This is an optimization exercise on Yosys and OpenROAD, whose aim is small area, a short achievable clock period and few clock cycles per item, not a production implementation. The RTL was checked by simulation tests, not by an equivalence proof against the original design.

`flow/design.v`:
```
package eftl_pkg;
	localparam int MAX_FRAMES_DEF = 64;
	localparam int MODE_W   = 3;
	localparam int SLOT_W   = 6;
	localparam int DUR_W    = 16;
	localparam int TIME_W   = 19;
	localparam int IDX_W    = 6;
	localparam int TOTAL_W  = 22;
	localparam int STATUS_W = 2;
	localparam int CURVE_W  = 3;
	localparam int IN_W  = 48;
	localparam int OUT_W = 48;
	localparam logic [MODE_W-1:0] MODE_APPEND = 3'd0;
	localparam logic [MODE_W-1:0] MODE_SET    = 3'd1;
	localparam logic [MODE_W-1:0] MODE_CLEAR  = 3'd2;
	localparam logic [MODE_W-1:0] MODE_SETALL = 3'd3;
	localparam logic [MODE_W-1:0] MODE_QUERY  = 3'd4;
	localparam logic [MODE_W-1:0] MODE_READ   = 3'd5;
	localparam logic [CURVE_W-1:0] CURVE_EASE_IN  = 3'd1;
	localparam logic [CURVE_W-1:0] CURVE_EASE_OUT = 3'd2;
	localparam logic [CURVE_W-1:0] CURVE_SMOOTH   = 3'd3;
	localparam logic [STATUS_W-1:0] ST_OK    = 2'd0;
	localparam logic [STATUS_W-1:0] ST_RANGE = 2'd1;
	localparam logic [STATUS_W-1:0] ST_FULL  = 2'd2;
	localparam logic [STATUS_W-1:0] ST_EMPTY = 2'd3;
	localparam logic [DUR_W-1:0]   MIN_SET_MS = 16'd10;
	localparam logic [16:0]        Q16_ONE    = 17'h10000;
	localparam logic [17:0]        Q16_THREE  = 18'd196608;
	localparam logic [TOTAL_W-1:0] SUM_MAX    = 22'h3FFFFF;
endpackage
module eftl_mul #(
	parameter int W = 32
) (
	input  logic [16*W-1:0] rows,
	output logic [W-1:0]    s,
	output logic [W-1:0]    c
);
	function automatic logic [W-1:0] fs(input logic [W-1:0] x, input logic [W-1:0] y,
			input logic [W-1:0] z);
		fs = x ^ y ^ z;
	endfunction
	function automatic logic [W-1:0] fc(input logic [W-1:0] x, input logic [W-1:0] y,
			input logic [W-1:0] z);
		fc = ((x & y) | (x & z) | (y & z)) << 1;
	endfunction
	logic [W-1:0] r  [16];
	logic [W-1:0] l1 [11];
	logic [W-1:0] l2 [8];
	logic [W-1:0] l3 [6];
	logic [W-1:0] l4 [4];
	logic [W-1:0] l5 [3];
	always_comb begin
		for (int i = 0; i < 16; i++) begin
			r[i] = rows[i*W +: W];
		end
		for (int k = 0; k < 5; k++) begin
			l1[2*k] = fs(r[3*k], r[3*k+1], r[3*k+2]);
			l1[2*k+1] = fc(r[3*k], r[3*k+1], r[3*k+2]);
		end
		l1[10] = r[15];
		for (int k = 0; k < 3; k++) begin
			l2[2*k] = fs(l1[3*k], l1[3*k+1], l1[3*k+2]);
			l2[2*k+1] = fc(l1[3*k], l1[3*k+1], l1[3*k+2]);
		end
		l2[6] = l1[9];
		l2[7] = l1[10];
		for (int k = 0; k < 2; k++) begin
			l3[2*k] = fs(l2[3*k], l2[3*k+1], l2[3*k+2]);
			l3[2*k+1] = fc(l2[3*k], l2[3*k+1], l2[3*k+2]);
		end
		l3[4] = l2[6];
		l3[5] = l2[7];
		for (int k = 0; k < 2; k++) begin
			l4[2*k] = fs(l3[3*k], l3[3*k+1], l3[3*k+2]);
			l4[2*k+1] = fc(l3[3*k], l3[3*k+1], l3[3*k+2]);
		end
		l5[0] = fs(l4[0], l4[1], l4[2]);
		l5[1] = fc(l4[0], l4[1], l4[2]);
		l5[2] = l4[3];
		s = fs(l5[0], l5[1], l5[2]);
		c = fc(l5[0], l5[1], l5[2]);
	end
endmodule
module eftl_ram #(
	parameter int DEPTH = 64,
	parameter int ADDR_W = 6,
	parameter int DATA_W = 16
) (
	input  logic              clk,
	input  logic              we,
	input  logic [ADDR_W-1:0] waddr,
	input  logic [DATA_W-1:0] wdata,
	input  logic              re,
	input  logic [ADDR_W-1:0] raddr,
	output logic [DATA_W-1:0] rdata
);
	logic [DATA_W-1:0] mem [DEPTH];
	always_ff @(posedge clk) begin
		if (we) begin
			mem[waddr] <= wdata;
		end
	end
	always_ff @(posedge clk) begin
		if (re) begin
			rdata <= mem[raddr];
		end
	end
endmodule
module eased_frame_time_lookup_unit #(
	parameter int MAX_FRAMES = eftl_pkg::MAX_FRAMES_DEF
) (
	input  logic                          clk,
	input  logic                          arst_n,
	input  logic                          cfg_we,
	input  logic [eftl_pkg::CURVE_W-1:0]  cfg_wdata,
	input  logic                          s_tvalid,
	output logic                          s_tready,
	input  logic [eftl_pkg::IN_W-1:0]     s_tdata,
	output logic                          m_tvalid,
	input  logic                          m_tready,
	output logic [eftl_pkg::OUT_W-1:0]    m_tdata
);
	localparam int RW = 46;    
	logic          out_v_q, skid_v_q;
	logic [RW-1:0] out_d_q, skid_d_q;
	logic          hold;
	logic          r_v;
	logic [RW-1:0] r_d;
	assign hold     = skid_v_q;
	assign s_tready = !skid_v_q;
	always_ff @(posedge clk or negedge arst_n) begin
		if (!arst_n) begin
			out_v_q  <= 1'b0;
			skid_v_q <= 1'b0;
		end else if (!hold) begin
			if (!out_v_q || m_tready) begin
				out_v_q <= r_v;
			end else if (r_v) begin
				skid_v_q <= 1'b1;
			end
		end else if (m_tready) begin
			skid_v_q <= 1'b0;
		end
	end
	always_ff @(posedge clk) begin
		if (!hold) begin
			if (!out_v_q || m_tready) begin
				out_d_q <= r_d;
			end else begin
				skid_d_q <= r_d;
			end
		end else if (m_tready) begin
			out_d_q <= skid_d_q;
		end
	end
	assign m_tvalid = out_v_q;
	assign m_tdata  = {2'b00, out_d_q};
	logic [2:0] curve_q;
	always_ff @(posedge clk or negedge arst_n) begin
		if (!arst_n) begin
			curve_q <= '0;
		end else if (cfg_we) begin
			curve_q <= cfg_wdata;
		end
	end
	logic        v0;
	logic [43:0] req0;
	logic [1:0]  crv0;    
	always_ff @(posedge clk or negedge arst_n) begin
		if (!arst_n) begin
			v0 <= 1'b0;
		end else if (!hold) begin
			v0 <= s_tvalid;
		end
	end
	always_ff @(posedge clk) begin
		if (!hold) begin
			req0 <= s_tdata[43:0];
			crv0 <= (curve_q[2]) ? 2'd0 : curve_q[1:0];
		end
	end
	logic [2:0]  mode0;
	logic [5:0]  slot0;
	logic [15:0] dur0;
	logic [18:0] time0;
	assign mode0 = req0[2:0];
	assign slot0 = req0[8:3];
	assign dur0  = req0[24:9];
	assign time0 = req0[43:25];
	logic [6:0]  count_q;
	logic        full0, empty0, slot_bad0;
	logic        app0, set0, clr0, sa0, qry0, rd0;
	logic [1:0]  st0;
	logic [16:0] t0, x0;
	logic [15:0] wd0;
	assign full0     = count_q[6];
	assign empty0    = (count_q == 7'd0);
	assign slot_bad0 = ({1'b0, slot0} >= count_q);
	assign app0 = v0 && mode0 == 3'd0 && !full0;
	assign set0 = v0 && mode0 == 3'd1 && !slot_bad0;
	assign clr0 = v0 && mode0 == 3'd2;
	assign sa0  = v0 && mode0 == 3'd3 && !empty0;
	assign qry0 = v0 && mode0 == 3'd4 && !empty0;
	assign rd0  = v0 && mode0 == 3'd5 && !slot_bad0;
	always_comb begin
		st0 = eftl_pkg::ST_OK;
		case (mode0)
			3'd0: if (full0) st0 = eftl_pkg::ST_FULL;
			3'd1: if (slot_bad0) st0 = eftl_pkg::ST_RANGE;
			3'd4: if (empty0) st0 = eftl_pkg::ST_EMPTY;
			3'd5: if (slot_bad0) st0 = eftl_pkg::ST_RANGE;
			default: ;
		endcase
	end
	always_comb begin
		if (time0[18]) begin
			t0 = '0;
		end else if (time0[17:0] > 18'h10000) begin
			t0 = 17'h10000;
		end else begin
			t0 = time0[16:0];
		end
	end
	assign x0  = (crv0 == 2'd2) ? (17'h10000 - t0) : t0;
	assign wd0 = (mode0 == 3'd3 && dur0 < 16'd10) ? 16'd10 : dur0;
	always_ff @(posedge clk or negedge arst_n) begin
		if (!arst_n) begin
			count_q <= '0;
		end else if (!hold) begin
			if (clr0) begin
				count_q <= '0;
			end else if (app0) begin
				count_q <= count_q + 7'd1;
			end
		end
	end
	logic        v1, v2, v3, v4, v5, v6, v7, v8, v9;
	logic        app1, app2, app3, app4, app5, app6, app7, app8;
	logic        set1, set2, set3, set4, set5, set6, set7, set8;
	logic        clr1, clr2, clr3, clr4, clr5;
	logic        sa1, sa2, sa3, sa4, sa5, sa6, sa7, sa8;
	logic        qry1, qry2, qry3, qry4, qry5, qry6, qry7, qry8, qry9;
	logic        rd1, rd2, rd3, rd4, rd5, rd6, rd7, rd8, rd9;
	logic [1:0]  st1, st2, st3, st4, st5, st6, st7, st8, st9;
	logic [5:0]  wa1, wa2, wa3, wa4, wa5, wa6, wa7, wa8;
	logic [6:0]  cnt1;
	logic [2:0]  lst2, lst3, lst4, lst5, lst6, lst7;    
	logic [1:0]  crv1, crv2;
	logic [16:0] a1, a2, a3, a4;    
	logic [15:0] h2;           
	logic [15:0] g2;           
	logic        cy2;
	logic [16:0] b3;           
	logic [18:0] f3, f4;       
	logic        sm3, sm4;
	logic [31:0] ms4, mc4;     
	logic [16:0] a5;           
	logic [21:0] b5;           
	logic [37:0] ms6, mc6;     
	logic        cf6;
	logic [21:0] tot6, tot7, tot8, tot9;
	logic [32:0] u7;           
	logic [21:0] t8;           
	logic [21:0] bs8;          
	logic [7:0]  oh8;          
	logic [2:0]  grp9;
	logic [15:0] e9a, e9b, e9c, e9d;   
	logic [16:0] p9a, p9b, p9c;        
	logic [18:0] r9;
	always_ff @(posedge clk or negedge arst_n) begin
		if (!arst_n) begin
			v1 <= 1'b0; v2 <= 1'b0; v3 <= 1'b0; v4 <= 1'b0; v5 <= 1'b0;
			v6 <= 1'b0; v7 <= 1'b0; v8 <= 1'b0; v9 <= 1'b0;
		end else if (!hold) begin
			v1 <= v0; v2 <= v1; v3 <= v2; v4 <= v3; v5 <= v4;
			v6 <= v5; v7 <= v6; v8 <= v7; v9 <= v8;
		end
	end
	logic [16*32-1:0] sq_rows;
	logic [31:0]      sq_s, sq_c;
	logic [16:0]      sq_lo;
	always_comb begin
		sq_rows = '0;
		for (int i = 0; i < 16; i++) begin
			sq_rows[i*32 + 2*i] = a1[i];
			for (int j = i + 1; j < 16; j++) begin
				sq_rows[i*32 + i + j + 1] = a1[i] & a1[j];
			end
		end
	end
	eftl_mul #(.W(32)) u_sq (.rows(sq_rows), .s(sq_s), .c(sq_c));
	assign sq_lo = {1'b0, sq_s[15:0]} + {1'b0, sq_c[15:0]};
	logic [16:0] s2;
	logic [16:0] cp2;
	logic [18:0] s3x2;
	logic        sm2;
	assign s2   = a2[16] ? 17'h10000 : {1'b0, h2 + g2 + 16'(cy2)};
	assign s3x2 = {1'b0, s2, 1'b0} + {2'b0, s2};
	assign sm2  = (crv2 == 2'd3) && !a2[16];
	always_comb begin
		case (crv2)
			2'd1:    cp2 = s2;
			2'd2:    cp2 = 17'h10000 - s2;
			2'd3:    cp2 = 17'h10000;    
			default: cp2 = a2;
		endcase
	end
	logic [16*32-1:0] sm_rows;
	logic [31:0]      sm_s, sm_c;
	always_comb begin
		for (int i = 0; i < 16; i++) begin
			sm_rows[i*32 +: 32] = b3[i] ? (32'(a3[15:0]) << i) : 32'd0;
		end
	end
	eftl_mul #(.W(32)) u_sm (.rows(sm_rows), .s(sm_s), .c(sm_c));
	logic [15:0] tab [MAX_FRAMES];
	logic [16:0] lo4;
	logic [18:0] cu4, cw4, cx4;
	logic [21:0] pc4;
	logic [16:0] c4;
	logic [15:0] old4;
	logic [15:0] wd5, wd6, wd7, wd8;
	assign lo4 = {2'b0, ms4[14:0]} + {2'b0, mc4[14:0]} + 17'h7FFF;
	assign cu4 = f4 ^ ~{2'b0, ms4[31:15]} ^ ~{2'b0, mc4[31:15]};
	assign cw4 = {((f4 & ~{2'b0, ms4[31:15]}) | (f4 & ~{2'b0, mc4[31:15]}) |
		(~{2'b0, ms4[31:15]} & ~{2'b0, mc4[31:15]})), !lo4[16]};
	assign cx4 = cu4 + cw4 + 19'(!lo4[16] && !lo4[15]);
	assign c4  = sm4 ? cx4[16:0] : f4[16:0];
	assign pc4 = ms4[21:0] + mc4[21:0];
	assign wd5 = a5[15:0];
	assign wd6 = ms6[15:0];
	assign wd7 = u7[15:0];
	assign wd8 = t8[15:0];
	always_comb begin
		old4 = tab[wa4];
		if (v8 && ((set8 || app8) && wa8 == wa4 || sa8)) old4 = wd8;
		if (v7 && ((set7 || app7) && wa7 == wa4 || sa7)) old4 = wd7;
		if (v6 && ((set6 || app6) && wa6 == wa4 || sa6)) old4 = wd6;
		if (v5 && ((set5 || app5) && wa5 == wa4 || sa5)) old4 = wd5;
	end
	logic [21:0]      total_q;
	logic [16*38-1:0] mt_rows;
	logic [37:0]      mt_s, mt_c;
	logic [21:0]      tn5;
	logic [16:0]      dl5;
	always_comb begin
		for (int i = 0; i < 16; i++) begin
			mt_rows[i*38 +: 38] = a5[i] ? (38'(total_q) << i) : 38'd0;
		end
	end
	eftl_mul #(.W(38)) u_mt (.rows(mt_rows), .s(mt_s), .c(mt_c));
	assign dl5 = {1'b0, wd5} - {1'b0, b5[15:0]};
	always_comb begin
		tn5 = total_q;
		if (clr5)      tn5 = '0;
		else if (sa5)  tn5 = b5;
		else if (app5) tn5 = total_q + {6'd0, wd5};
		else if (set5) tn5 = total_q + {6'd0, wd5} - {6'd0, b5[15:0]};
	end
	always_ff @(posedge clk or negedge arst_n) begin
		if (!arst_n) begin
			total_q <= '0;
		end else if (!hold && v5) begin
			total_q <= tn5;
		end
	end
	logic [37:0] tx6;
	logic [21:0] tg6;
	assign tx6 = ms6 + mc6 + 38'hFFFF;
	assign tg6 = cf6 ? tot6 : tx6[37:16];
	logic [21:0] gp [8];
	logic [16:0] dl7;
	logic [7:0]  lt7;
	logic [7:0]  oh7;
	logic [2:0]  grp7;
	logic [21:0] base7;
	logic [21:0] d8, d24, d40, d56;
	assign dl7 = u7[32:16];
	always_comb begin
		for (int j = 0; j < 8; j++) begin
			lt7[j] = (gp[j] < u7[21:0]) && (3'(j) < lst7);
		end
		oh7[0] = !lt7[0];
		for (int j = 1; j < 8; j++) begin
			oh7[j] = lt7[j-1] && !lt7[j];
		end
		grp7 = 3'd0;
		for (int j = 0; j < 8; j++) begin
			if (lt7[j]) grp7 = 3'(j + 1);
		end
		base7 = '0;
		for (int j = 1; j < 8; j++) begin
			base7 = base7 | (oh7[j] ? gp[j-1] : 22'd0);
		end
	end
	assign d8  = {3'd0, wd7, 3'd0};
	assign d24 = d8 + {d8[20:0], 1'b0};
	assign d40 = d8 + {d8[19:0], 2'b0};
	assign d56 = {d8[18:0], 3'b0} - d8;
	always_ff @(posedge clk) begin
		if (!hold && v7) begin
			for (int j = 0; j < 8; j++) begin
				if (app7 && wa7[5:3] == 3'(j)) begin
					gp[j] <= tot7;
				end else if (set7 && wa7[5:3] <= 3'(j)) begin
					gp[j] <= gp[j] + {{5{dl7[16]}}, dl7};
				end else if (sa7) begin
					if (3'(j) < lst7) begin
						case (j)
							0: gp[j] <= d8;
							1: gp[j] <= {d8[20:0], 1'b0};
							2: gp[j] <= d24;
							3: gp[j] <= {d8[19:0], 2'b0};
							4: gp[j] <= d40;
							5: gp[j] <= {d24[20:0], 1'b0};
							6: gp[j] <= d56;
							default: gp[j] <= {d8[18:0], 3'b0};
						endcase
					end else begin
						gp[j] <= tot7;
					end
				end
			end
		end
	end
	logic [15:0] ge8 [8];
	always_comb begin
		for (int k = 0; k < 8; k++) begin
			ge8[k] = '0;
			for (int j = 0; j < 8; j++) begin
				ge8[k] = ge8[k] | (oh8[j] ? tab[8*j + k] : 16'd0);
			end
		end
	end
	always_ff @(posedge clk) begin
		if (!hold && v8) begin
			for (int i = 0; i < MAX_FRAMES; i++) begin
				if (sa8 || ((app8 || set8) && wa8 == 6'(i))) begin
					tab[i] <= wd8;
				end
			end
		end
	end
	logic [20:0] nr9;
	logic [20:0] sk9 [7];
	logic [6:0]  lt9;
	logic [2:0]  k9;
	logic [5:0]  idx9;
	logic [15:0] rdd9;
	function automatic logic [20:0] sum5(input logic [20:0] a, input logic [20:0] b,
			input logic [20:0] c, input logic [20:0] d, input logic [20:0] e);
		logic [20:0] u1, w1, u2, w2, u3, w3;
		u1 = a ^ b ^ c;
		w1 = ((a & b) | (a & c) | (b & c)) << 1;
		u2 = u1 ^ w1 ^ d;
		w2 = ((u1 & w1) | (u1 & d) | (w1 & d)) << 1;
		u3 = u2 ^ w2 ^ e;
		w3 = ((u2 & w2) | (u2 & e) | (w2 & e)) << 1;
		sum5 = u3 + w3 + 21'd1;
	endfunction
	assign nr9 = {2'b11, ~r9};
	always_comb begin
		sk9[0] = sum5(21'(e9a), 21'd0,     21'd0,     21'd0,     nr9);
		sk9[1] = sum5(21'(p9a), 21'd0,     21'd0,     21'd0,     nr9);
		sk9[2] = sum5(21'(p9a), 21'(e9b),  21'd0,     21'd0,     nr9);
		sk9[3] = sum5(21'(p9a), 21'(p9b),  21'd0,     21'd0,     nr9);
		sk9[4] = sum5(21'(p9a), 21'(p9b),  21'(e9c),  21'd0,     nr9);
		sk9[5] = sum5(21'(p9a), 21'(p9b),  21'(p9c),  21'd0,     nr9);
		sk9[6] = sum5(21'(p9a), 21'(p9b),  21'(p9c),  21'(e9d),  nr9);
		for (int k = 0; k < 7; k++) begin
			lt9[k] = sk9[k][20];
		end
		k9 = 3'd0;
		for (int k = 0; k < 7; k++) begin
			if (lt9[k]) k9 = 3'(k + 1);
		end
	end
	assign idx9 = qry9 ? {grp9, k9} : 6'd0;
	assign rdd9 = rd9 ? e9a : 16'd0;
	assign r_v = v9;
	assign r_d = {st9, tot9, rdd9, idx9};
	always_ff @(posedge clk) begin
		if (!hold) begin
			app1 <= app0; set1 <= set0; clr1 <= clr0; sa1 <= sa0; qry1 <= qry0; rd1 <= rd0;
			st1 <= st0; wa1 <= app0 ? count_q[5:0] : slot0; cnt1 <= count_q;
			crv1 <= crv0; a1 <= qry0 ? x0 : {1'b0, wd0};
			app2 <= app1; set2 <= set1; clr2 <= clr1; sa2 <= sa1; qry2 <= qry1; rd2 <= rd1;
			st2 <= st1; wa2 <= wa1; lst2 <= 3'((cnt1 - 7'd1) >> 3);
			crv2 <= crv1; a2 <= a1;
			h2 <= qry1 ? sq_s[31:16] : {9'd0, cnt1}; g2 <= sq_c[31:16]; cy2 <= sq_lo[16];
			app3 <= app2; set3 <= set2; clr3 <= clr2; sa3 <= sa2; qry3 <= qry2; rd3 <= rd2;
			st3 <= st2; wa3 <= wa2; lst3 <= lst2;
			a3 <= a2; b3 <= qry2 ? s2 : {1'b0, h2};
			f3 <= sm2 ? s3x2 : {2'b0, cp2}; sm3 <= sm2;
			app4 <= app3; set4 <= set3; clr4 <= clr3; sa4 <= sa3; qry4 <= qry3; rd4 <= rd3;
			st4 <= st3; wa4 <= wa3; lst4 <= lst3;
			a4 <= a3; f4 <= f3; sm4 <= sm3;
			ms4 <= sm_s; mc4 <= sm_c;
			app5 <= app4; set5 <= set4; clr5 <= clr4; sa5 <= sa4; qry5 <= qry4; rd5 <= rd4;
			st5 <= st4; wa5 <= wa4; lst5 <= lst4;
			a5 <= qry4 ? c4 : a4;
			b5 <= sa4 ? pc4 : {6'd0, old4};
			app6 <= app5; set6 <= set5; sa6 <= sa5; qry6 <= qry5; rd6 <= rd5;
			st6 <= st5; wa6 <= wa5; lst6 <= lst5;
			tot6 <= tn5; cf6 <= a5[16];
			ms6 <= qry5 ? mt_s : {5'd0, dl5, wd5}; mc6 <= mt_c;
			app7 <= app6; set7 <= set6; sa7 <= sa6; qry7 <= qry6; rd7 <= rd6;
			st7 <= st6; wa7 <= wa6; lst7 <= lst6;
			tot7 <= tot6;
			u7 <= qry6 ? {11'd0, tg6} : ms6[32:0];
			app8 <= app7; set8 <= set7; sa8 <= sa7; qry8 <= qry7; rd8 <= rd7;
			st8 <= st7; wa8 <= qry7 ? {grp7, 3'd0} : wa7;
			tot8 <= tot7;
			t8 <= qry7 ? u7[21:0] : {6'd0, wd7}; bs8 <= base7;
			for (int j = 0; j < 8; j++) begin
				oh8[j] <= qry7 ? oh7[j] : (wa7[5:3] == 3'(j));
			end
			qry9 <= qry8; rd9 <= rd8; st9 <= st8; tot9 <= tot8;
			grp9 <= wa8[5:3]; r9 <= 19'(t8 - bs8);
			e9a <= rd8 ? ge8[wa8[2:0]] : ge8[0];
			e9b <= ge8[2];
			e9c <= ge8[4];
			e9d <= ge8[6];
			p9a <= {1'b0, ge8[0]} + {1'b0, ge8[1]};
			p9b <= {1'b0, ge8[2]} + {1'b0, ge8[3]};
			p9c <= {1'b0, ge8[4]} + {1'b0, ge8[5]};
		end
	end
endmodule
```
`flow/constraint.sdc`:
```
create_clock -name core_clock -period 10.0 [get_ports {clk}]
set_input_delay 2.0000 -clock core_clock [delete_from_list [all_inputs] [get_ports {clk}]]
set_output_delay 2.0000 -clock core_clock [all_outputs]
set_load 0.01 [all_outputs]
```
`flow/run.sh`:
```
#!/bin/bash
# synth_recipe.tcl (not shown) runs the flow's synth.tcl, then flattens the netlist and writes it again
# the make line also repeats each setting of config.mk as NAME=value (left out here)
make -C /OpenROAD-flow-scripts/flow DESIGN_CONFIG=/design/flow/config.mk WORK_HOME=/design/flow/orfs CLKGATE_MAP_FILE= SYNTH_SCRIPT=/design/flow/synth_recipe.tcl finish
```
`flow/config.mk`:
```
export PLATFORM = sky130hd
export DESIGN_NAME = eased_frame_time_lookup_unit
export DESIGN_NICKNAME = eased_frame_time_lookup_unit
export VERILOG_FILES = /design/flow/design.v
export SDC_FILE = /design/flow/constraint.sdc
export NUM_CORES = 4
export LEC_CHECK = 0
export CAP_MARGIN = 20
export CORE_MARGIN = 2
export CORE_UTILIZATION = 40
export SETUP_SLACK_MARGIN = 5
export SLEW_MARGIN = 20
```
==> results of run 1 <==
-- cell type report --
class,instances,area (µm²)
sequential,2123,63550
timing repair buffer,459,3918
fill,30712,186200
multi-input combinational,7991,67920
tap,4536,5675
inverter,1130,4275
antenna,14,35.03
clock inverter,164,1892
clock buffer,287,6349
-- through the flow --
| step | instances | util, % | hold WS [ns] |
|---|---|---|---|
| floorplan | 11748 | - | 0.4003 |
| global placement | 16184 | 42.49 | 0.4005 |
| detailed placement | 16184 | 42.50 | 0.4045 |
| CTS | 16665 | 45.05 | 0.4142 |
| global route | 16691 | 45.20 | 0.4210 |
| finish | 16704 | 45.21 | 0.4075 |
-- cell usage in the layout (no fill, tap or decap), drive strengths merged, types with 151 or more instances in the layout --
cell type  synthesis  final
a21o             151    151
a21oi            545    545
a22oi           1053   1053
and2             621    621
buf               87    359
clkbuf           417    288
edfxtp          2079   2079
fa               728    728
ha              1089   1089
inv             1127   1136
nand2            656    656
nand4            263    263
nor2             619    619
nor3             170    170
o21ai            333    333
xnor2            244    244
-- flip-flops by register name (all words and copies together) (netlist names), 19 cells and up --
name      count
tot9         22
u7           33
req0         44
tot6         22
skid_d_q     46
bs8          19
tot7         22
r9           19
tot8         22
mc6          31
tab        1024
ms6          37
mc4          25
b5           22
ms4          31
gp          154
total_q      22
out_d_q      46
-- synthesized netlist by cell type (107+ instances only) --
| cell type | n |
|---|---|
| a21o_1 | 151 |
| a21oi_1 | 545 |
| a22oi_1 | 1053 |
| and2_1 | 618 |
| clkbuf_1 | 416 |
| edfxtp_1 | 2079 |
| fa_1 | 728 |
| ha_1 | 1089 |
| inv_1 | 1122 |
| mux2_2 | 107 |
| nand2_1 | 656 |
| nand3_1 | 129 |
| nand4_1 | 263 |
| nor2_1 | 619 |
| nor2b_1 | 111 |
| nor3_1 | 169 |
| o21ai_0 | 171 |
| o21ai_1 | 160 |
| xnor2_1 | 244 |
| xor2_1 | 137 |
-- kinds of logic (layout without fill, tap and decap cells) --
logic type      count (synthesis)  after routing
compound gates               2756           2756
flops                        2123           2123
buf+inv                      1634           2040
fa+ha+maj                    1817           1817
other cells                     1             16
mux                           181            181
xor+xnor                      381            381
simple gates                 2854           2854
-- worst register-to-register path, delay by kind of cell, from the launching register on --
kind / cells / cell delay [ns]
muxes: 1 / 0.55
and+or+nand+nor: 5 / 1.35
buffers and inverters: 2 / 0.70
DFF: 1 / 0.83
AOI/OAI and AO/OA: 4 / 1.43
-- routing by layer --
metal  vias up  track usage (%)  share of wire [%]
met5         -           0.8894               0.13
met4        35            18.46                7.2
met3      1866            9.950                 13
met2      7358            46.56                 43
met1     52663            38.51                 37
li1      43608                -                  -
-- path summary, 6_finish.rpt --
path                                               end        startpoint  slack [ns]  cells past startpoint
worst min register to register        f4[11]$_DFFE_PN_  f3[11]$_DFFE_PN_        0.41                      0
max in group asynchronous       total_q[1]$_DFFE_PN0P_            arst_n        7.87                      2
worst max register to register         b5[3]$_DFFE_PN_  wa4[1]$_DFFE_PN_        4.87                     12
min in group asynchronous       curve_q[0]$_DFFE_PN0P_            arst_n        1.32                      2
worst min-delay path                  f4[11]$_DFFE_PN_  f3[11]$_DFFE_PN_        0.41                      0
worst max-delay path                   b5[3]$_DFFE_PN_  wa4[1]$_DFFE_PN_        4.87                     12
-- repair_timing --
action	CTS	global route
setup buffers	29	23
setup endpoints to repair	46	37
gates resized for setup	40	65
pin swaps	21	20
hold buffers	0	0
cloned	1	1
==> results.py, run 1 <==
metrics = {
    "critical_path": {
        "slowest_stage": "edfxtp_1",
        "critPathArrivalTime_ns": 5.76,
        "worstSetupPathType": "reg2reg",
        "worstSetupEndpointType": "flop",
        "max_stage_delay_ns": 0.83,
        "crit_family": "compound AO/OA/AOI/OAI gates",
        "required_ns": 10.63,
        "cp_cell_sequence": "or2_1 > buf_4 > nor2_2 > buf_4 > a22oi_1 > nand2_1 > nor3_1 > nand4_1 > o21ai_1 > o21ai_1 > mux2i_1 > o221ai_1",
        "cp_max_fo": 10,
        "cp-start-kind": "flop",
        "crit_buf_inv": 2,
    },
    "sta": {
        "skew_ns": 0.1328,
        "finalSetupViolCount": 0,
        "post-route-min-period_ns": 5.128,
        "finalMaxSlewViolations": 0,
        "fmax_ghz": 0.1950,
        "hold_viol": 0,
        "setup_ws_ns": 4.872,
        "rsz0062_at_grt": "true",
        "fin_crit_sh_pct": 51.28,
        "slew_headroom_pct": 11.20,
        "worst_pin_slew_ns": 1.331,
        "tns_ns": 0,
    },
    "grt": {
        "grt_usage_pct": 30.84,
        "grt_overflow": 0,
        "grt_pass1_vias": 104457,
        "grt_max_degree": 185,
        "antenna_found_initial": 32,
        "grt_pass1_wl_um": 764500,
    },
    "clock_tree": {
        "insertion_delay_ns": 1.04,
        "clk_pin_slew_ns": 0.06,
        "cts_tree": "done",
        "clk_path_buf_depth": 4,
        "cts.sinks": 2123,
        "cts_made_buffers": 243,
        "cts_max_level": 4,
        "root_buffer": "clkbuf_16",
    },
    "placed_design": {
        "gp_congestion": 1.037,
        "dp_slack_ns": 4.226,
        "portBuffers": 99,
        "place_area_um2": 144400,
        "place_hpwl_um": 381800,
    },
    "synthesis": {
        "synthXorXnorAreaFrac_pct": 2.443,
        "netlist_area_um2": 136600,
        "muxShareOfSynthArea_pct": 1.481,
        "ys_types": 95,
        "synth.avg_cell_area_um2": 11.63,
        "synth_edf_count": 2079,
        "synth-adder-area-share_pct": 20.65,
        "yosysTopAreaCell": "edfxtp_1",
        "synth_top_area_share_pct": 45.71,
        "synth_compound_area_share_pct": 13.82,
        "syn-instance-count": 11747,
        "synth_top_family_by_area": "adder cells",
        "synth-async-reset-ratio_pct": 2.073,
        "synth-simple-area-share_pct": 10.58,
        "yosys_most_used_dff": "edfxtp_1",
        "seq_area_frac_synth_pct": 46.52,
        "ys_seq_elements": 2123,
        "yosysWarnings": 19,
        "synth.area.top_cells": "edfxtp_1 46%, fa_1 11%, ha_1 10%",
    },
    "finish": {
        "nets": 13821,
        "synthToLayoutAreaGrowth_pct": 12.48,
        "drive_gt1_share_pct": 9.182,
        "final_area_um2": 153600,
    },
    "min_path": {
        "hp-class": "reg2reg",
    },
    "route": {
        "postRouteAntennaNets": 0,
        "dr.first_iter.drc_count": 15942,
        "wirelength_um": 547700,
        "drc": 0,
        "firstDrtPassIters": 10,
        "via_per_inst": 6.318,
        "vias": 105530,
        "routedWlPerCell_um": 32.79,
    },
    "floorplanning": {
        "dieArea_um2": 346100,
        "rows": 214,
        "start_util_pct": 40.19,
        "coreArea_um2": 339800,
        "fp.dieH_um": 588.3,
        "io_pins": 106,
        "die_w_um": 588.3,
    },
    "status": {
        "status": "no timing/DRC/antenna violations",
    },
    "flow_run": {
        "cap_violations": 0,
    },
}
Testbench counts, summed over its fixed seeds: cycles 6,128, items 5,826.
==> run 2, diff against run 1 <==
--- a/flow/design.v
+++ b/flow/design.v
@@ -252,7 +252,7 @@
 	logic        cy2;
 	logic [16:0] b3;           
-	logic [18:0] f3, f4;       
+	logic [17:0] f3, f4;       
 	logic        sm3, sm4;
-	logic [31:0] ms4, mc4;     
+	logic [33:0] ms4, mc4;     
 	logic [16:0] a5;           
 	logic [21:0] b5;           
@@ -293,8 +293,8 @@
 	logic [16:0] s2;
 	logic [16:0] cp2;
-	logic [18:0] s3x2;
+	logic [17:0] f2;
 	logic        sm2;
 	assign s2   = a2[16] ? 17'h10000 : {1'b0, h2 + g2 + 16'(cy2)};
-	assign s3x2 = {1'b0, s2, 1'b0} + {2'b0, s2};
+	assign f2   = 18'd196608 - {a2[16:0], 1'b0};
 	assign sm2  = (crv2 == 2'd3) && !a2[16];
 	always_comb begin
@@ -306,26 +306,19 @@
 		endcase
 	end
-	logic [16*32-1:0] sm_rows;
-	logic [31:0]      sm_s, sm_c;
+	logic [16*34-1:0] sm_rows;
+	logic [33:0]      sm_s, sm_c;
 	always_comb begin
 		for (int i = 0; i < 16; i++) begin
-			sm_rows[i*32 +: 32] = b3[i] ? (32'(a3[15:0]) << i) : 32'd0;
+			sm_rows[i*34 +: 34] = b3[i] ? (34'(f3) << i) : 34'd0;
 		end
 	end
-	eftl_mul #(.W(32)) u_sm (.rows(sm_rows), .s(sm_s), .c(sm_c));
+	eftl_mul #(.W(34)) u_sm (.rows(sm_rows), .s(sm_s), .c(sm_c));
 	logic [15:0] tab [MAX_FRAMES];
-	logic [16:0] lo4;
-	logic [18:0] cu4, cw4, cx4;
-	logic [21:0] pc4;
+	logic [33:0] sum4;
 	logic [16:0] c4;
 	logic [15:0] old4;
 	logic [15:0] wd5, wd6, wd7, wd8;
-	assign lo4 = {2'b0, ms4[14:0]} + {2'b0, mc4[14:0]} + 17'h7FFF;
-	assign cu4 = f4 ^ ~{2'b0, ms4[31:15]} ^ ~{2'b0, mc4[31:15]};
-	assign cw4 = {((f4 & ~{2'b0, ms4[31:15]}) | (f4 & ~{2'b0, mc4[31:15]}) |
-		(~{2'b0, ms4[31:15]} & ~{2'b0, mc4[31:15]})), !lo4[16]};
-	assign cx4 = cu4 + cw4 + 19'(!lo4[16] && !lo4[15]);
-	assign c4  = sm4 ? cx4[16:0] : f4[16:0];
-	assign pc4 = ms4[21:0] + mc4[21:0];
+	assign sum4 = ms4 + mc4;
+	assign c4   = sm4 ? sum4[32:16] : f4[16:0];
 	assign wd5 = a5[15:0];
 	assign wd6 = ms6[15:0];
@@ -344,4 +337,5 @@
 	logic [21:0]      tn5;
 	logic [16:0]      dl5;
+	logic [21:0]      tu5, tw5;
 	always_comb begin
 		for (int i = 0; i < 16; i++) begin
@@ -350,11 +344,13 @@
 	end
 	eftl_mul #(.W(38)) u_mt (.rows(mt_rows), .s(mt_s), .c(mt_c));
-	assign dl5 = {1'b0, wd5} - {1'b0, b5[15:0]};
+	assign dl5 = {1'b0, wd5} + b5[16:0] + 17'd1;
+	assign tu5 = total_q ^ {6'd0, wd5} ^ b5;
+	assign tw5 = {((total_q[20:0] & {5'd0, wd5}) | (total_q[20:0] & b5[20:0]) |
+		({5'd0, wd5} & b5[20:0])), set5};
 	always_comb begin
 		tn5 = total_q;
 		if (clr5)      tn5 = '0;
 		else if (sa5)  tn5 = b5;
-		else if (app5) tn5 = total_q + {6'd0, wd5};
-		else if (set5) tn5 = total_q + {6'd0, wd5} - {6'd0, b5[15:0]};
+		else if (app5 || set5) tn5 = tu5 + tw5;
 	end
 	always_ff @(posedge clk or negedge arst_n) begin
@@ -492,5 +488,5 @@
 			st3 <= st2; wa3 <= wa2; lst3 <= lst2;
 			a3 <= a2; b3 <= qry2 ? s2 : {1'b0, h2};
-			f3 <= sm2 ? s3x2 : {2'b0, cp2}; sm3 <= sm2;
+			f3 <= !qry2 ? {2'b0, a2[15:0]} : (sm2 ? f2 : {1'b0, cp2}); sm3 <= sm2;
 			app4 <= app3; set4 <= set3; clr4 <= clr3; sa4 <= sa3; qry4 <= qry3; rd4 <= rd3;
 			st4 <= st3; wa4 <= wa3; lst4 <= lst3;
@@ -500,5 +496,5 @@
 			st5 <= st4; wa5 <= wa4; lst5 <= lst4;
 			a5 <= qry4 ? c4 : a4;
-			b5 <= sa4 ? pc4 : {6'd0, old4};
+			b5 <= sa4 ? sum4[21:0] : (set4 ? ~{6'd0, old4} : 22'd0);
 			app6 <= app5; set6 <= set5; sa6 <= sa5; qry6 <= qry5; rd6 <= rd5;
 			st6 <= st5; wa6 <= wa5; lst6 <= lst5;
==> run 2 against run 1 <==
Net effect:
- still clean
- first-iteration DRC count rose by 1.6%
- worst hold slack got worse by 0.013 ns
- global-route usage is 1.6 points higher
- setup slack got worse by 0.017 ns
- sequential cell count up 4
- critical path type unchanged
- critical endpoint is now b5[11]$_DFFE_PN_
- largest cell class unchanged
==> results.py, run 2 <==
metrics = {
    "status": {
        "status": "no timing/DRC/antenna violations",
    },
    "clock_tree": {
        "clk_pin_slew_ns": 0.06,
        "insertion_delay_ns": 1.03,
        "cts_tree": "done",
        "cts_made_buffers": 238,
        "clk_path_buf_depth": 4,
        "ctsHoldBuffers": 0,
        "cts_max_level": 4,
        "root_buffer": "clkbuf_16",
        "cts.sinks": 2127,
    },
    "synthesis": {
        "synth_top_area_share_pct": 46.38,
        "yosys_most_used_dff": "edfxtp_1",
        "synth.most_common_cell": "edfxtp_1",
        "synth.area.top_cells": "edfxtp_1 46%, fa_1 11%, ha_1 9.6%",
        "netlist_area_um2": 134900,
        "seq_area_frac_synth_pct": 47.19,
        "synth.avg_cell_area_um2": 11.89,
        "synth-async-reset-ratio_pct": 2.069,
        "synth_compound_area_share_pct": 14.37,
        "synth-adder-area-share_pct": 20.79,
        "synth_top_family_by_area": "adder cells",
        "synthXorXnorAreaFrac_pct": 2.273,
        "synth_common_cells": "2083 x edfxtp_1, 1039 x ha_1, 948 x inv_1",
        "syn-instance-count": 11340,
        "muxShareOfSynthArea_pct": 1.402,
        "yosysTopAreaCell": "edfxtp_1",
        "ys_types": 96,
        "ys_seq_elements": 2127,
        "yosysWarnings": 26,
        "synth_edf_count": 2083,
        "synth-simple-area-share_pct": 9.880,
    },
    "min_path": {
        "min_from": "lst6[2]$_DFFE_PN_",
        "min_path_cells": 0,
        "hold_end": "lst7[2]$_DFFE_PN_",
        "hp-class": "reg2reg",
    },
    "grt": {
        "grt_overflow": 0,
        "grt_max_degree": 168,
        "antenna_found_initial": 49,
        "grt_pass1_vias": 101814,
        "grt_pass1_wl_um": 780100,
        "grt_usage_pct": 32.44,
    },
    "sta": {
        "finalMaxSlewViolations": 0,
        "fin_crit_sh_pct": 51.45,
        "fmax_ghz": 0.1944,
        "tns_ns": 0,
        "finalSetupViolCount": 0,
        "rsz0062_at_grt": "false",
        "worst_pin_slew_ns": 1.371,
        "skew_ns": 0.1080,
        "setup_ws_ns": 4.855,
        "post-route-min-period_ns": 5.145,
        "slew_headroom_pct": 8.524,
        "hold_viol": 0,
    },
    "critical_path": {
        "worstSetupEndpointType": "flop",
        "crit_family": "simple AND/OR/NAND/NOR gates",
        "critPathArrivalTime_ns": 5.79,
        "r2r-end": "b5[11]$_DFFE_PN_",
        "timing.rr.start": "wa4[1]$_DFFE_PN_",
        "reg2reg_setup_slack_ns": 4.86,
        "required_ns": 10.65,
        "cp_cell_sequence": "nand2_1 > buf_16 > nor3_4 > buf_4 > a22oi_1 > nand4_1 > nor4_1 > a211oi_1 > a21oi_1 > o21ai_1 > mux2_2 > o221ai_1",
        "r2r_cells": 12,
        "cp_max_fo": 10,
        "slowest_stage": "nor3_4",
        "crit_buf_inv": 2,
        "worstSetupPathType": "reg2reg",
        "cp-start-kind": "flop",
        "max_stage_delay_ns": 0.89,
    },
    "route": {
        "via_per_inst": 6.409,
        "routedWlPerCell_um": 34.70,
        "drc": 0,
        "firstDrtPassIters": 10,
        "dr.first_iter.drc_count": 16199,
        "vias": 104551,
        "wirelength_um": 566000,
        "postRouteAntennaNets": 0,
    },
    "finish": {
        "top_regs": "tab: 1024 flops, gp: 154 flops",
        "fill_cells": 30331,
        "drive_gt1_share_pct": 9.094,
        "largest_register_ffs": 1024,
        "final_cell_mix": "2083 x edfxtp_1, 1039 x ha_1, 945 x inv_1, 803 x a22oi_1, 751 x fa_1",
        "regMostFlops": "tab",
        "synthToLayoutAreaGrowth_pct": 12.40,
        "nets": 13412,
        "final_area_um2": 151600,
        "finalNonFillerCells": 16314,
        "fin_util_pct": 45.11,
        "final_common_cell": "edfxtp_1",
    },
    "floorplanning": {
        "start_util_pct": 40.13,
        "coreArea_um2": 336100,
        "fp.dieH_um": 584.7,
        "die_w_um": 584.7,
        "dieArea_um2": 341800,
        "rows": 213,
        "io_pins": 106,
    },
    "placed_design": {
        "place_hpwl_um": 383600,
        "place_area_um2": 143000,
        "portBuffers": 99,
        "dp_slack_ns": 3.938,
        "dp.cells": 15796,
        "gp_congestion": 1.043,
    },
    "flow_run": {
        "cap_violations": 0,
    },
}
-- run 2: logic make-up (layout without fill, tap and decap cells) --
family / Yosys count / count (layout)
flops: 2127 / 2127
simple gates: 2686 / 2686
buf+inv: 1456 / 1881
fa+ha+maj: 1790 / 1790
mux: 169 / 169
xor+xnor: 350 / 350
compound gates: 2761 / 2761
other cells: 1 / 35
-- run 2: final cells by class --
type                    instances  area, µm²  area share [%]
inverters                     948       3566           2.352
diodes                         33      82.58         0.05448
clock inverters               158       1698           1.120
well taps                    4515       5649           3.727
clock buffers                 282       6233           4.112
flip-flops and latches       2127      63650           41.99
multi-input cells            7758      66470           43.85
repair buffers                493       4244           2.800
-- run 2: through the flow --
stage | hold WS (ns)
6_report | 0.3941
5_1_grt | 0.4001
4_1_cts | 0.3877
3_5_place_dp | 0.4045
3_3_place_gp | 0.4015
2_1_floorplan | 0.4003
-- run 2: how the worst max path moves through the flow --
stage / startpoint / endpoint / slack (ns) / cells after the start
2_1_floorplan: skid_v_q$_DFF_PN0_ / gp[5][0]$_DFFE_PP_ / 4.75 / 5
3_3_place_gp: oh8[1]$_DFFE_PN_ / p9c[16]$_DFFE_PN_ / 3.85 / 16
3_5_place_dp: oh8[1]$_DFFE_PN_ / p9c[16]$_DFFE_PN_ / 3.94 / 16
4_1_cts: oh8[5]$_DFFE_PN_ / p9b[15]$_DFFE_PN_ / 5.03 / 17
5_1_grt: a1[1]$_DFFE_PN_ / cy2$_DFFE_PN_ / 5.00 / 19
6_report: wa4[1]$_DFFE_PN_ / b5[11]$_DFFE_PN_ / 4.86 / 12
-- run 2: per-layer routing --
metal / GRT usage [%] / routed length, µm / part of all wire (%) / vias to the layer above
met4: 20.33 / 43070 / 7.6 / 36
met5: 0.6444 / 655 / 0.12 / -
li1: - / - / - / 42651
met3: 12.28 / 76580 / 14 / 2026
met2: 47.63 / 238100 / 42 / 7636
met1: 40.12 / 207600 / 37 / 52202
-- run 2: repair_timing --
action,CTS,global route
buffers inserted,14,30
pin swaps,7,10
resized for setup,10,10
endpoints found under the setup margin,16,17
Testbench counts of run 2, summed over its fixed seeds: cycles 6,128, items 5,826.
==> run 3, diff against run 2 <==
--- a/flow/config.mk
+++ b/flow/config.mk
@@ -8,5 +8,6 @@
 export CAP_MARGIN = 20
 export CORE_MARGIN = 2
-export CORE_UTILIZATION = 40
+export CORE_UTILIZATION = 50
+export CTS_BUF_LIST = sky130_fd_sc_hd__clkbuf_8
 export SETUP_SLACK_MARGIN = 5
 export SLEW_MARGIN = 20
==> run 3 against run 2 <==
Net effect:
- via count rose by 1.7%
- core utilization rose by 11 points
- area after synthesis did not move
- clock skew fell by 0.029 ns
- setup slack improved by 0.066 ns
- sequential share of layout area rose by 0.52 points
- non-clock buffer count rose by 31
- design area fell by 1.2%
- worst hold slack improved by 0.0078 ns
==> results.py, run 3 <==
metrics = {
    "status": {
        "status": "no timing/DRC/antenna violations",
    },
    "sta": {
        "slew_headroom_pct": 17.21,
        "finalSetupViolCount": 0,
        "rsz0062_at_grt": "true",
        "post-route-min-period_ns": 5.079,
        "fmax_ghz": 0.1969,
        "worst_pin_slew_ns": 1.240,
        "tns_ns": 0,
        "hold_viol": 0,
        "finalMaxSlewViolations": 0,
        "skew_ns": 0.07854,
        "fin_crit_sh_pct": 50.79,
    },
    "synthesis": {
        "synth_edf_count": 2083,
        "synth.most_common_cell": "edfxtp_1",
        "yosysTopAreaCell": "edfxtp_1",
        "synth.avg_cell_area_um2": 11.89,
        "seq_area_frac_synth_pct": 47.19,
        "syn-instance-count": 11340,
        "ys_types": 96,
        "yosysWarnings": 26,
        "yosys_most_used_dff": "edfxtp_1",
        "netlist_area_um2": 134900,
        "synth-async-reset-ratio_pct": 2.069,
        "synth.area.top_cells": "edfxtp_1 46%, fa_1 11%, ha_1 9.6%",
        "synth_top_area_share_pct": 46.38,
        "synth_common_cells": "2083 x edfxtp_1, 1039 x ha_1, 948 x inv_1",
        "ys_seq_elements": 2127,
    },
    "critical_path": {
        "r2r-end": "b5[4]$_DFFE_PN_",
        "slowest_stage": "buf_4",
        "worstSetupPathType": "reg2reg",
        "cp_cell_sequence": "nand2b_2 > or3_1 > nor2_2 > buf_4 > a22o_1 > a221oi_1 > nand4_1 > or4_1 > mux2i_1 > o21ai_1 > mux2_2 > o221ai_1",
        "r2r_cells": 12,
        "max_stage_delay_ns": 0.63,
        "required_ns": 10.81,
        "critPathArrivalTime_ns": 5.89,
        "cp_max_fo": 13,
        "timing.rr.start": "wa4[2]$_DFFE_PN_",
        "reg2reg_setup_slack_ns": 4.92,
        "cp-start-kind": "flop",
        "worstSetupEndpointType": "flop",
    },
    "floorplanning": {
        "die_w_um": 523.4,
        "rows": 190,
        "coreArea_um2": 268200,
        "start_util_pct": 50.30,
        "dieArea_um2": 273900,
        "fp.dieH_um": 523.4,
        "io_pins": 106,
    },
    "clock_tree": {
        "cts_tree": "done",
        "clk_pin_slew_ns": 0.06,
        "insertion_delay_ns": 1.14,
        "cts_made_buffers": 373,
        "cts.sinks": 2127,
        "cts_max_level": 5,
        "clk_path_buf_depth": 4,
        "ctsHoldBuffers": 0,
        "root_buffer": "clkbuf_8",
    },
    "placed_design": {
        "dp.cells": 14850,
        "portBuffers": 99,
        "place_hpwl_um": 386100,
        "gp_congestion": 1.040,
    },
    "grt": {
        "antenna_found_initial": 50,
        "grt_overflow": 0,
        "grt_pass1_vias": 103463,
        "grt_max_degree": 172,
        "grt_pass1_wl_um": 784700,
        "grt_usage_pct": 41.09,
    },
    "min_path": {
        "hp-class": "reg2reg",
        "min_from": "sa1$_DFFE_PN_",
        "hold_end": "sa2$_DFFE_PN_",
        "min_path_cells": 0,
    },
    "finish": {
        "synthToLayoutAreaGrowth_pct": 11.02,
        "final_common_cell": "edfxtp_1",
        "fill_cells": 22678,
        "final_cell_mix": "2083 x edfxtp_1, 1052 x inv_1, 1038 x ha_1, 802 x a22oi_1, 751 x fa_1",
        "finalNonFillerCells": 15613,
        "top_regs": "tab: 1024 flops, gp: 154 flops",
        "largest_register_ffs": 1024,
        "drive_gt1_share_pct": 10.33,
        "regMostFlops": "tab",
        "fin_util_pct": 55.84,
        "nets": 13578,
    },
    "route": {
        "dr.first_iter.drc_count": 17684,
        "wirelength_um": 572500,
        "vias": 106326,
        "via_per_inst": 6.810,
        "drc": 0,
        "firstDrtPassIters": 8,
        "postRouteAntennaNets": 0,
        "routedWlPerCell_um": 36.67,
    },
    "flow_run": {
        "cap_violations": 0,
    },
}
[run 3: cell types whose count changed in the layout (fill, tap and decap cells not counted), sizes merged, moves of 9 or more]
cell / change
inv: +108
clkbuf: +109
bufinv: -15
clkinv: +41
clkinvlp: -9
buf: +29
[run 3: critical path, delay by kind of cell (launching register included)]
family | cells | cell delay [ns]
AOI/OAI and AO/OA | 4 | 0.98
buffers and inverters | 1 | 0.63
DFF | 1 | 0.43
muxes | 2 | 0.64
and+or+nand+nor | 5 | 2.08
[run 3: worst max-delay path by stage]
stage / end / slack (ns) / from / cells after the start
2_1_floorplan: gp[5][0]$_DFFE_PP_ / 4.75 / skid_v_q$_DFF_PN0_ / 5
3_3_place_gp: p9c[16]$_DFFE_PN_ / 4.07 / oh8[7]$_DFFE_PN_ / 16
3_5_place_dp: p9c[16]$_DFFE_PN_ / 4.12 / oh8[7]$_DFFE_PN_ / 16
4_1_cts: p9a[16]$_DFFE_PN_ / 5.02 / oh8[6]$_DFFE_PN_ / 16
5_1_grt: p9c[15]$_DFFE_PN_ / 4.93 / oh8[6]$_DFFE_PN_ / 19
6_report: b5[4]$_DFFE_PN_ / 4.92 / wa4[2]$_DFFE_PN_ / 12
[run 3: layout make-up]
class	count	area [µm²]	share of cell area (%)
clock inverters	283	1718	1.147
inverters	948	3575	2.387
flip-flops and latches	2127	63650	42.51
diodes	32	80.08	0.05348
repair buffers	524	4348	2.904
well taps	3552	4444	2.968
clock buffers	389	5354	3.575
multi-input cells	7758	66570	44.46
[run 3: logic make-up after synthesis]
group,count (synthesis),share of synthesized area (%)
AO/OA/AOI/OAI,2761,14.37
AND/OR/NAND/NOR,2686,9.880
flip-flops,2127,47.19
adder cells (fa/ha/maj),1790,20.79
buffers and inverters,1456,4.094
XOR/XNOR,350,2.273
multiplexers,169,1.402
other,1,0.002780
[run 3: per-stage QoR]
stage | hold slack, ns | worst slack [ns] | instance area [µm²]
after floorplan | 0.4003 | 4.748 | 134900
after global placement | 0.4003 | 4.066 | 141800
after detailed placement | 0.4045 | 4.115 | 141900
after CTS | 0.4049 | 5.020 | 149200
after global routing | 0.4106 | 4.932 | 149700
final | 0.4019 | 4.921 | 149700
[run 3: repair_timing]
item	4_1_cts	5_1_grt
gates resized for setup	19	24
setup endpoints to repair	38	30
pin swaps	8	5
setup buffers	23	36
[run 3: layer usage]
| metal | up-vias | global-route usage [%] | share of wire [%] |
|---|---|---|---|
| li1 | 43035 | - | - |
| met1 | 53067 | 52.22 | 37 |
| met2 | 8111 | 59.38 | 42 |
| met3 | 2075 | 15.78 | 14 |
| met4 | 38 | 24.76 | 7.3 |
| met5 | - | 0 | 0.049 |
==> run 4, diff against run 3 <==
--- a/flow/design.v
+++ b/flow/design.v
@@ -82,4 +82,51 @@
 	end
 endmodule
+module eftl_mul11 #(
+	parameter int W = 32
+) (
+	input  logic [11*W-1:0] rows,
+	output logic [W-1:0]    s,
+	output logic [W-1:0]    c
+);
+	function automatic logic [W-1:0] fs(input logic [W-1:0] x, input logic [W-1:0] y,
+			input logic [W-1:0] z);
+		fs = x ^ y ^ z;
+	endfunction
+	function automatic logic [W-1:0] fc(input logic [W-1:0] x, input logic [W-1:0] y,
+			input logic [W-1:0] z);
+		fc = ((x & y) | (x & z) | (y & z)) << 1;
+	endfunction
+	logic [W-1:0] r  [11];
+	logic [W-1:0] l1 [8];
+	logic [W-1:0] l2 [6];
+	logic [W-1:0] l3 [4];
+	logic [W-1:0] l4 [3];
+	always_comb begin
+		for (int i = 0; i < 11; i++) begin
+			r[i] = rows[i*W +: W];
+		end
+		for (int k = 0; k < 3; k++) begin
+			l1[2*k]   = fs(r[3*k], r[3*k+1], r[3*k+2]);
+			l1[2*k+1] = fc(r[3*k], r[3*k+1], r[3*k+2]);
+		end
+		l1[6] = r[9];
+		l1[7] = r[10];
+		for (int k = 0; k < 2; k++) begin
+			l2[2*k]   = fs(l1[3*k], l1[3*k+1], l1[3*k+2]);
+			l2[2*k+1] = fc(l1[3*k], l1[3*k+1], l1[3*k+2]);
+		end
+		l2[4] = l1[6];
+		l2[5] = l1[7];
+		for (int k = 0; k < 2; k++) begin
+			l3[2*k]   = fs(l2[3*k], l2[3*k+1], l2[3*k+2]);
+			l3[2*k+1] = fc(l2[3*k], l2[3*k+1], l2[3*k+2]);
+		end
+		l4[0] = fs(l3[0], l3[1], l3[2]);
+		l4[1] = fc(l3[0], l3[1], l3[2]);
+		l4[2] = l3[3];
+		s = fs(l4[0], l4[1], l4[2]);
+		c = fc(l4[0], l4[1], l4[2]);
+	end
+endmodule
 module eftl_ram #(
 	parameter int DEPTH = 64,
@@ -247,5 +294,5 @@
 	logic [2:0]  lst2, lst3, lst4, lst5, lst6, lst7;    
 	logic [1:0]  crv1, crv2;
-	logic [16:0] a1, a2, a3, a4;    
+	logic [16:0] a1, a2;       
 	logic [15:0] h2;           
 	logic [15:0] g2;           
@@ -263,5 +310,5 @@
 	logic [21:0] t8;           
 	logic [21:0] bs8;          
-	logic [7:0]  oh8;          
+	logic [7:0]  oh8, oh8b;    
 	logic [2:0]  grp9;
 	logic [15:0] e9a, e9b, e9c, e9d;   
@@ -278,4 +325,5 @@
 	end
 	logic [16*32-1:0] sq_rows;
+	logic [11*32-1:0] sq_rows11;
 	logic [31:0]      sq_s, sq_c;
 	logic [16:0]      sq_lo;
@@ -289,5 +337,13 @@
 		end
 	end
-	eftl_mul #(.W(32)) u_sq (.rows(sq_rows), .s(sq_s), .c(sq_c));
+	always_comb begin
+		for (int i = 0; i < 5; i++) begin
+			sq_rows11[i*32 +: 32] = sq_rows[i*32 +: 32] | sq_rows[(15-i)*32 +: 32];
+		end
+		for (int i = 5; i < 11; i++) begin
+			sq_rows11[i*32 +: 32] = sq_rows[i*32 +: 32];
+		end
+	end
+	eftl_mul11 #(.W(32)) u_sq (.rows(sq_rows11), .s(sq_s), .c(sq_c));
 	assign sq_lo = {1'b0, sq_s[15:0]} + {1'b0, sq_c[15:0]};
 	logic [16:0] s2;
@@ -317,5 +373,9 @@
 	logic [33:0] sum4;
 	logic [16:0] c4;
-	logic [15:0] old4;
+	logic [15:0] old3, old4;
+	logic [7:0]  rlo3, rhi3;   
+	logic [4:0]  fw3;          
+	logic [15:0] og3 [8];
+	logic [16:0] dl4;
 	logic [15:0] wd5, wd6, wd7, wd8;
 	assign sum4 = ms4 + mc4;
@@ -326,9 +386,17 @@
 	assign wd8 = t8[15:0];
 	always_comb begin
-		old4 = tab[wa4];
-		if (v8 && ((set8 || app8) && wa8 == wa4 || sa8)) old4 = wd8;
-		if (v7 && ((set7 || app7) && wa7 == wa4 || sa7)) old4 = wd7;
-		if (v6 && ((set6 || app6) && wa6 == wa4 || sa6)) old4 = wd6;
-		if (v5 && ((set5 || app5) && wa5 == wa4 || sa5)) old4 = wd5;
+		old3 = '0;
+		for (int j = 0; j < 8; j++) begin
+			og3[j] = '0;
+			for (int k = 0; k < 8; k++) begin
+				og3[j] = og3[j] | (rlo3[k] ? tab[8*j + k] : 16'd0);
+			end
+			old3 = old3 | (rhi3[j] ? og3[j] : 16'd0);
+		end
+		if (fw3[4]) old3 = wd8;
+		if (fw3[3]) old3 = wd7;
+		if (fw3[2]) old3 = wd6;
+		if (fw3[1]) old3 = wd5;
+		if (fw3[0]) old3 = f4[15:0];
 	end
 	logic [21:0]      total_q;
@@ -337,5 +405,4 @@
 	logic [21:0]      tn5;
 	logic [16:0]      dl5;
-	logic [21:0]      tu5, tw5;
 	always_comb begin
 		for (int i = 0; i < 16; i++) begin
@@ -344,13 +411,11 @@
 	end
 	eftl_mul #(.W(38)) u_mt (.rows(mt_rows), .s(mt_s), .c(mt_c));
-	assign dl5 = {1'b0, wd5} + b5[16:0] + 17'd1;
-	assign tu5 = total_q ^ {6'd0, wd5} ^ b5;
-	assign tw5 = {((total_q[20:0] & {5'd0, wd5}) | (total_q[20:0] & b5[20:0]) |
-		({5'd0, wd5} & b5[20:0])), set5};
+	assign dl5 = b5[16:0];
+	assign dl4 = set4 ? ({1'b0, f4[15:0]} - {1'b0, old4}) : {1'b0, f4[15:0]};
 	always_comb begin
 		tn5 = total_q;
 		if (clr5)      tn5 = '0;
 		else if (sa5)  tn5 = b5;
-		else if (app5 || set5) tn5 = tu5 + tw5;
+		else if (app5 || set5) tn5 = total_q + b5;
 	end
 	always_ff @(posedge clk or negedge arst_n) begin
@@ -425,5 +490,5 @@
 			ge8[k] = '0;
 			for (int j = 0; j < 8; j++) begin
-				ge8[k] = ge8[k] | (oh8[j] ? tab[8*j + k] : 16'd0);
+				ge8[k] = ge8[k] | (((k < 4) ? oh8[j] : oh8b[j]) ? tab[8*j + k] : 16'd0);
 			end
 		end
@@ -487,14 +552,23 @@
 			app3 <= app2; set3 <= set2; clr3 <= clr2; sa3 <= sa2; qry3 <= qry2; rd3 <= rd2;
 			st3 <= st2; wa3 <= wa2; lst3 <= lst2;
-			a3 <= a2; b3 <= qry2 ? s2 : {1'b0, h2};
+			for (int j = 0; j < 8; j++) begin
+				rlo3[j] <= (wa2[2:0] == 3'(j));
+				rhi3[j] <= (wa2[5:3] == 3'(j));
+			end
+			fw3[0] <= v3 && ((set3 || app3) && wa3 == wa2 || sa3);
+			fw3[1] <= v4 && ((set4 || app4) && wa4 == wa2 || sa4);
+			fw3[2] <= v5 && ((set5 || app5) && wa5 == wa2 || sa5);
+			fw3[3] <= v6 && ((set6 || app6) && wa6 == wa2 || sa6);
+			fw3[4] <= v7 && ((set7 || app7) && wa7 == wa2 || sa7);
+			b3 <= qry2 ? s2 : {1'b0, h2};
 			f3 <= !qry2 ? {2'b0, a2[15:0]} : (sm2 ? f2 : {1'b0, cp2}); sm3 <= sm2;
 			app4 <= app3; set4 <= set3; clr4 <= clr3; sa4 <= sa3; qry4 <= qry3; rd4 <= rd3;
 			st4 <= st3; wa4 <= wa3; lst4 <= lst3;
-			a4 <= a3; f4 <= f3; sm4 <= sm3;
+			f4 <= f3; sm4 <= sm3; old4 <= old3;
 			ms4 <= sm_s; mc4 <= sm_c;
 			app5 <= app4; set5 <= set4; clr5 <= clr4; sa5 <= sa4; qry5 <= qry4; rd5 <= rd4;
 			st5 <= st4; wa5 <= wa4; lst5 <= lst4;
-			a5 <= qry4 ? c4 : a4;
-			b5 <= sa4 ? sum4[21:0] : (set4 ? ~{6'd0, old4} : 22'd0);
+			a5 <= qry4 ? c4 : {1'b0, f4[15:0]};
+			b5 <= sa4 ? sum4[21:0] : {{5{dl4[16]}}, dl4};
 			app6 <= app5; set6 <= set5; sa6 <= sa5; qry6 <= qry5; rd6 <= rd5;
 			st6 <= st5; wa6 <= wa5; lst6 <= lst5;
@@ -510,5 +584,6 @@
 			t8 <= qry7 ? u7[21:0] : {6'd0, wd7}; bs8 <= base7;
 			for (int j = 0; j < 8; j++) begin
-				oh8[j] <= qry7 ? oh7[j] : (wa7[5:3] == 3'(j));
+				oh8[j]  <= qry7 ? oh7[j] : (wa7[5:3] == 3'(j));
+				oh8b[j] <= qry7 ? oh7[j] : (wa7[5:3] == 3'(j));
 			end
 			qry9 <= qry8; rd9 <= rd8; st9 <= st8; tot9 <= tot8;
--- a/flow/config.mk
+++ b/flow/config.mk
@@ -8,6 +8,5 @@
 export CAP_MARGIN = 20
 export CORE_MARGIN = 2
-export CORE_UTILIZATION = 50
-export CTS_BUF_LIST = sky130_fd_sc_hd__clkbuf_8
+export CORE_UTILIZATION = 40
 export SETUP_SLACK_MARGIN = 5
 export SLEW_MARGIN = 20
==> run 4 against run 3 <==
Net effect:
- largest cell class unchanged
- critical path type unchanged
- via count down 5.8%
- still clean
- sequential cell count up 2
- synthesized cell count up 0.26%
- maximum frequency up 0.72%
- design area about the same
- first-iteration DRC count down 16%
==> results.py, run 4 <==
metrics = {
    "status": {
        "status": "no timing/DRC/antenna violations",
    },
    "clock_tree": {
        "root_buffer": "clkbuf_16",
        "insertion_delay_ns": 1.03,
        "cts_tree": "done",
    },
    "route": {
        "routedWlPerCell_um": 31.04,
        "vias": 100192,
        "firstDrtPassIters": 10,
        "drc": 0,
    },
    "synthesis": {
        "synth.most_common_cell": "edfxtp_1",
        "yosys_most_used_dff": "edfxtp_1",
        "synth-async-reset-ratio_pct": 2.067,
        "synth.avg_cell_area_um2": 11.82,
        "synth_common_cells": "2085 x edfxtp_1, 1125 x a22oi_1, 995 x ha_1",
        "seq_area_frac_synth_pct": 47.41,
        "synth.area.top_cells": "edfxtp_1 47%, fa_1 11%, ha_1 9.3%",
        "synth_top_area_share_pct": 46.59,
        "yosysTopAreaCell": "edfxtp_1",
    },
    "placed_design": {
        "dp.cells": 15562,
        "place_hpwl_um": 345700,
        "portBuffers": 99,
        "gp_congestion": 0.9747,
    },
    "floorplanning": {
        "fp.dieH_um": 583.6,
        "start_util_pct": 40.24,
        "coreArea_um2": 334000,
        "dieArea_um2": 340600,
    },
    "finish": {
        "drive_gt1_share_pct": 8.021,
        "largest_register_ffs": 1024,
        "top_regs": "tab: 1024 flops, gp: 154 flops",
        "final_common_cell": "edfxtp_1",
    },
    "sta": {
        "fin_crit_sh_pct": 50.43,
        "post-route-min-period_ns": 5.043,
        "rsz0062_at_grt": "true",
        "finalSetupViolCount": 0,
    },
    "critical_path": {
        "cp_max_fo": 19,
        "r2r_cells": 14,
        "endpoint": "bs8[15]$_DFFE_PN_",
        "required_ns": 10.65,
        "startpoint": "u7[14]$_DFFE_PN_",
    },
    "min_path": {
        "hp-class": "reg2reg",
    },
    "grt": {
        "grt_pass1_vias": 98648,
        "grt_pass1_wl_um": 704800,
        "grt_usage_pct": 28.58,
        "grt_max_degree": 141,
        "antenna_found_initial": 22,
    },
}
==> run 4: cell families after synthesis <==
| group | count (synthesis) | synth area share (%) |
|---|---|---|
| AO/OA/AOI/OAI | 2825 | 14.44 |
| AND/OR/NAND/NOR | 2649 | 9.867 |
| flip-flops | 2129 | 47.41 |
| adder cells (fa/ha/maj) | 1729 | 20.20 |
| buffers and inverters | 1487 | 4.164 |
| XOR/XNOR | 359 | 2.345 |
| multiplexers | 190 | 1.575 |
| other | 1 | 0.002790 |
==> run 4: timing repair <==
| item | 4_1_cts | 5_1_grt |
|---|---|---|
| endpoints found under the setup margin | 12 | 14 |
| gates cloned | 1 | 0 |
| pin swaps | 2 | 4 |
| resized for setup | 17 | 15 |
| setup buffers | 6 | 18 |
==> run 4: per-layer routing <==
metal	share of wire, %	GRT usage [%]	routed length (µm)	vias to the layer above
met5	0.0046	0	23	-
met4	6.6	15.99	32640	4
met3	12	6.934	57320	1389
met2	43	42.83	213800	6481
met1	39	37.92	194100	49987
li1	-	-	-	42331
==> run 4: area by class of cell <==
cell class | count | area, µm²
Timing Repair Buffer | 389 | 3387
Timing Repair inverter | 1 | 8.758
Antenna cell | 10 | 25.02
Fill cell | 30093 | 184300
Multi-Input combinational cell | 7754 | 65520
Sequential cell | 2129 | 63710
Tap cell | 4387 | 5489
Inverter | 931 | 3515
Clock buffer | 273 | 6147
Clock inverter | 167 | 1851
==> run 4: worst min-delay path by stage <==
stage	startpoint	to	slack (ns)	depth (start not counted)
2_1_floorplan	a1[16]$_SDFFCE_PN0N_	a2[16]$_DFFE_PN_	0.40	0
5_1_grt	lst2[0]$_DFFE_PN_	lst3[0]$_DFFE_PN_	0.42	0
6_report	tot8[14]$_DFFE_PN_	tot9[14]$_DFFE_PN_	0.41	0
3_5_place_dp	app1$_DFFE_PN_	app2$_DFFE_PN_	0.40	0
3_3_place_gp	tot8[17]$_DFFE_PN_	tot9[17]$_DFFE_PN_	0.40	0
4_1_cts	tot8[16]$_DFFE_PN_	tot9[16]$_DFFE_PN_	0.42	0
==> run 4: metrics by stage <==
step | hold slack [ns] | worst slack [ns] | cell area, µm² | utilization [%]
finish | 0.4132 | 4.957 | 149700 | 44.81
global route | 0.4181 | 4.965 | 149600 | 44.81
CTS | 0.4182 | 5.017 | 149300 | 44.71
detailed placement | 0.4045 | 4.218 | 141200 | 42.28
global placement | 0.4023 | 4.196 | 141100 | 42.26
floorplan | 0.4003 | 4.765 | 134400 | -
==> run 4: critical path: stages, from the launching register on <==
cell and delay, ns:
edfxtp_1 0.32, buf_4 0.38, inv_1 0.61, ha_1 0.53
nand4_1 0.10, nor2_1 0.17, o211ai_1 0.11, nor3_1 0.19
a21oi_1 0.09, o21ai_1 0.41, nor2_1 0.17, buf_4 0.25
a222oi_1 0.65, nand2_1 0.33, a221o_1 0.40
Testbench counts of run 4, summed over its fixed seeds: cycles 6,128, items 5,826.

[port drivers added, routing unchanged]
The results above use ideal ports. As a check the final layouts listed here were re-extracted and re-timed, cells and wires unchanged. Step 1, drivers: a clkbuf_16 drives clk and a buf_2 each remaining input, both assumed. Step 2 adds t to the input delays and takes it off the output delays; t is the mean of the earliest and latest rising clock arrival at the registers after step 1. Input paths then give back, and output paths get back, about the clock's delay inside the block. Three values: ideal ports, drivers, drivers and shift; two values: the first two.
run | shift t [ns] | setup slack, ns | worst setup path at the end | slew at the worst register clock pin (ns)
run 1 | 1.075 | 4.872 / 4.872 / 4.872 | register to register | 0.08 / 0.08
run 2 | 1.062 | 4.855 / 4.855 / 4.855 | register to register | 0.07 / 0.07
run 3 | 1.193 | 4.921 / 4.921 / 4.921 | register to register | 0.07 / 0.07
run 4 | 1.068 | 4.957 / 4.957 / 4.957 | register to register | 0.08 / 0.08
After both steps setup and hold are still met in every run listed.
